This is an optimization exercise on Yosys and OpenROAD, whose aim is small area, a short achievable clock period and few clock cycles per item, not a production implementation. The RTL was checked by simulation tests, not by an equivalence proof against the original design. Power and IR drop assume default switching activity.

== alpha ==
==> flow/design.v (excerpt) <==
module idle_connection_timing_wheel_top #(
    parameter int MAX_CONNECTIONS = ictw_pkg::DEF_MAX_CONNECTIONS,
    parameter int MAX_SLOTS       = ictw_pkg::DEF_MAX_SLOTS
) (
    input  logic                             i_clk,
    input  logic                             i_rst_n,
    input  logic                             i_req_valid,
    output logic                             o_req_ready,
    input  logic [ictw_pkg::CMD_W-1:0]       i_req_command,
    input  logic [ictw_pkg::CONN_W-1:0]      i_req_connection,
    output logic                             o_rsp_valid,
    input  logic                             i_rsp_ready,
    output logic [ictw_pkg::KIND_W-1:0]      o_rsp_event_kind,
    output logic [ictw_pkg::CONN_W-1:0]      o_rsp_event_connection,
    output logic                             o_rsp_last,
    input  logic                             i_cfg_we,
    input  logic [ictw_pkg::TIMEOUT_W-1:0]   i_cfg_wdata
);
==> flow/config.mk <==
export PLATFORM = sky130hd
export DESIGN_NAME = idle_connection_timing_wheel_top
export DESIGN_NICKNAME = idle_connection_timing_wheel_top
export VERILOG_FILES = /design/flow/design.v
export SDC_FILE = /design/flow/constraint.sdc
export NUM_CORES = 4
export LEC_CHECK = 0
export CAP_MARGIN = 20
export CELL_PAD_IN_SITES_DETAIL_PLACEMENT = 4
export CELL_PAD_IN_SITES_GLOBAL_PLACEMENT = 4
export CORE_MARGIN = 2
export CORE_UTILIZATION = 35
export PLACE_DENSITY = 0.6
export SETUP_SLACK_MARGIN = 4
export SLEW_MARGIN = 20
export SYNTH_MEMORY_MAX_BITS = 8192
==> flow/constraint.sdc <==
create_clock -name core_clock -period 8.0 [get_ports {i_clk}]
set_input_delay 1.6000 -clock core_clock [delete_from_list [all_inputs] [get_ports {i_clk}]]
set_output_delay 1.6000 -clock core_clock [all_outputs]
set_load 0.01 [all_outputs]
run.sh (not shown) runs the stock make flow with config.mk's settings and CLKGATE_MAP_FILE= SYNTH_SCRIPT=/design/flow/synth_recipe.tcl, a recipe that flattens the netlist after the stock synthesis.
Status(alpha) = ERROR, stage = 3_5_place_dp
Testbench counts of alpha, summed over its fixed seeds: cycles 11,461, requests 11,200.
--- input diff alpha..beta ---
Settings: changing CELL_PAD_IN_SITES_GLOBAL_PLACEMENT from 4 to 2; changing CORE_UTILIZATION from 35 to 40; changing CELL_PAD_IN_SITES_DETAIL_PLACEMENT from 4 to 2.
Notes after the runs:
In summary, beta completed successfully, with a layout that passed the timing, DRC and antenna checks.
Compared with alpha, beta shows detailed placement HPWL that has gone down by more than 10%.
Synthesized cell count of beta is on par with alpha.
Synthesized area across alpha and beta: no real change.
Higher placer's final routability congestion estimate was reported by beta, not alpha.
Re multiplexer area fraction after synthesis: no difference whatsoever between beta and alpha.
Compared with alpha, beta shows a lower vertical die dimension.
Diff alpha -> beta | number of placement rows | down by a few percent

========
job 1965:
Another version of the RTL of idle_connection_timing_wheel_top (not shown whole).
Size in the first run: roughly 20000 cells after synthesis, ~5000 flip-flops, about 30 I/O pins, ~190000 um2 of cells after synthesis.
==> flow/config.mk <==
export PLATFORM = sky130hd
export DESIGN_NAME = idle_connection_timing_wheel_top
export DESIGN_NICKNAME = idle_connection_timing_wheel_top
export VERILOG_FILES = /design/flow/design.v
export SDC_FILE = /design/flow/constraint.sdc
export NUM_CORES = 4
export LEC_CHECK = 0
export CAP_MARGIN = 20
export CELL_PAD_IN_SITES_DETAIL_PLACEMENT = 2
export CELL_PAD_IN_SITES_GLOBAL_PLACEMENT = 2
export CORE_MARGIN = 2
export CORE_UTILIZATION = 40
export CTS_CLUSTER_DIAMETER = 80
export CTS_CLUSTER_SIZE = 20
export PLACE_DENSITY = 0.6
export SETUP_SLACK_MARGIN = 4
export SLEW_MARGIN = 40
export SYNTH_MEMORY_MAX_BITS = 8192
==> flow/constraint.sdc <==
create_clock -name core_clock -period 8.0 [get_ports {i_clk}]
set_input_delay 1.6000 -clock core_clock [delete_from_list [all_inputs] [get_ports {i_clk}]]
set_output_delay 1.6000 -clock core_clock [all_outputs]
set_load 0.01 [all_outputs]
Testbench counts of job 1965, summed over its fixed seeds: cycles 11,461, requests 11,200.
### job 1965 -> job 8213
Settings: SLEW_MARGIN: 40 -> 20.
==> notes.md <==
- Job 8213: PASS, flow complete, no timing, DRC or antenna violations
- Per the final summary, job 1965 finished and its layout is clean on timing, DRC and antenna.
- Job 8213 against job 1965: synthesized cell count saw little to no change; number of slew-limit violations in the final report flat; fraction of the cycle the final worst path needs went up 0.50 points.
- [compare] base=job 1965 new=job 8213: hold slack roughly the same, routing usage on met3 higher, power lower.

-- separate check: timing with driven ports --
No port has a modelled driver above. Below, the same layouts with a new extraction and two added sets of constraints. Step 1: set_driving_cell puts a clkbuf_16 on i_clk and a buf_2 on each other input, an assumption about the parent block. Step 2 times the ports against the registers' clock, not the clock port: input delays grow and output delays shrink by t, the midpoint of the rising clock arrivals with the driver on. a / b / c = ideal ports / drivers / drivers and shift; a / b = the first two.
run | t (ns) | setup slack, ns | worst register clock-pin slew, ns
beta | 1.218 | 3.787 / 3.787 / 3.787 | 0.07 / 0.07
job 1965 | 1.147 | 3.833 / 3.833 / 3.781 | 0.10 / 0.10
job 8213 | 1.143 | 3.794 / 3.794 / 3.794 | 0.10 / 0.10
After both steps every run listed still meets setup and hold. The setup slack of job 1965, which loses most, moves by 0.000 ns with the drivers and by -0.052 ns with both steps.
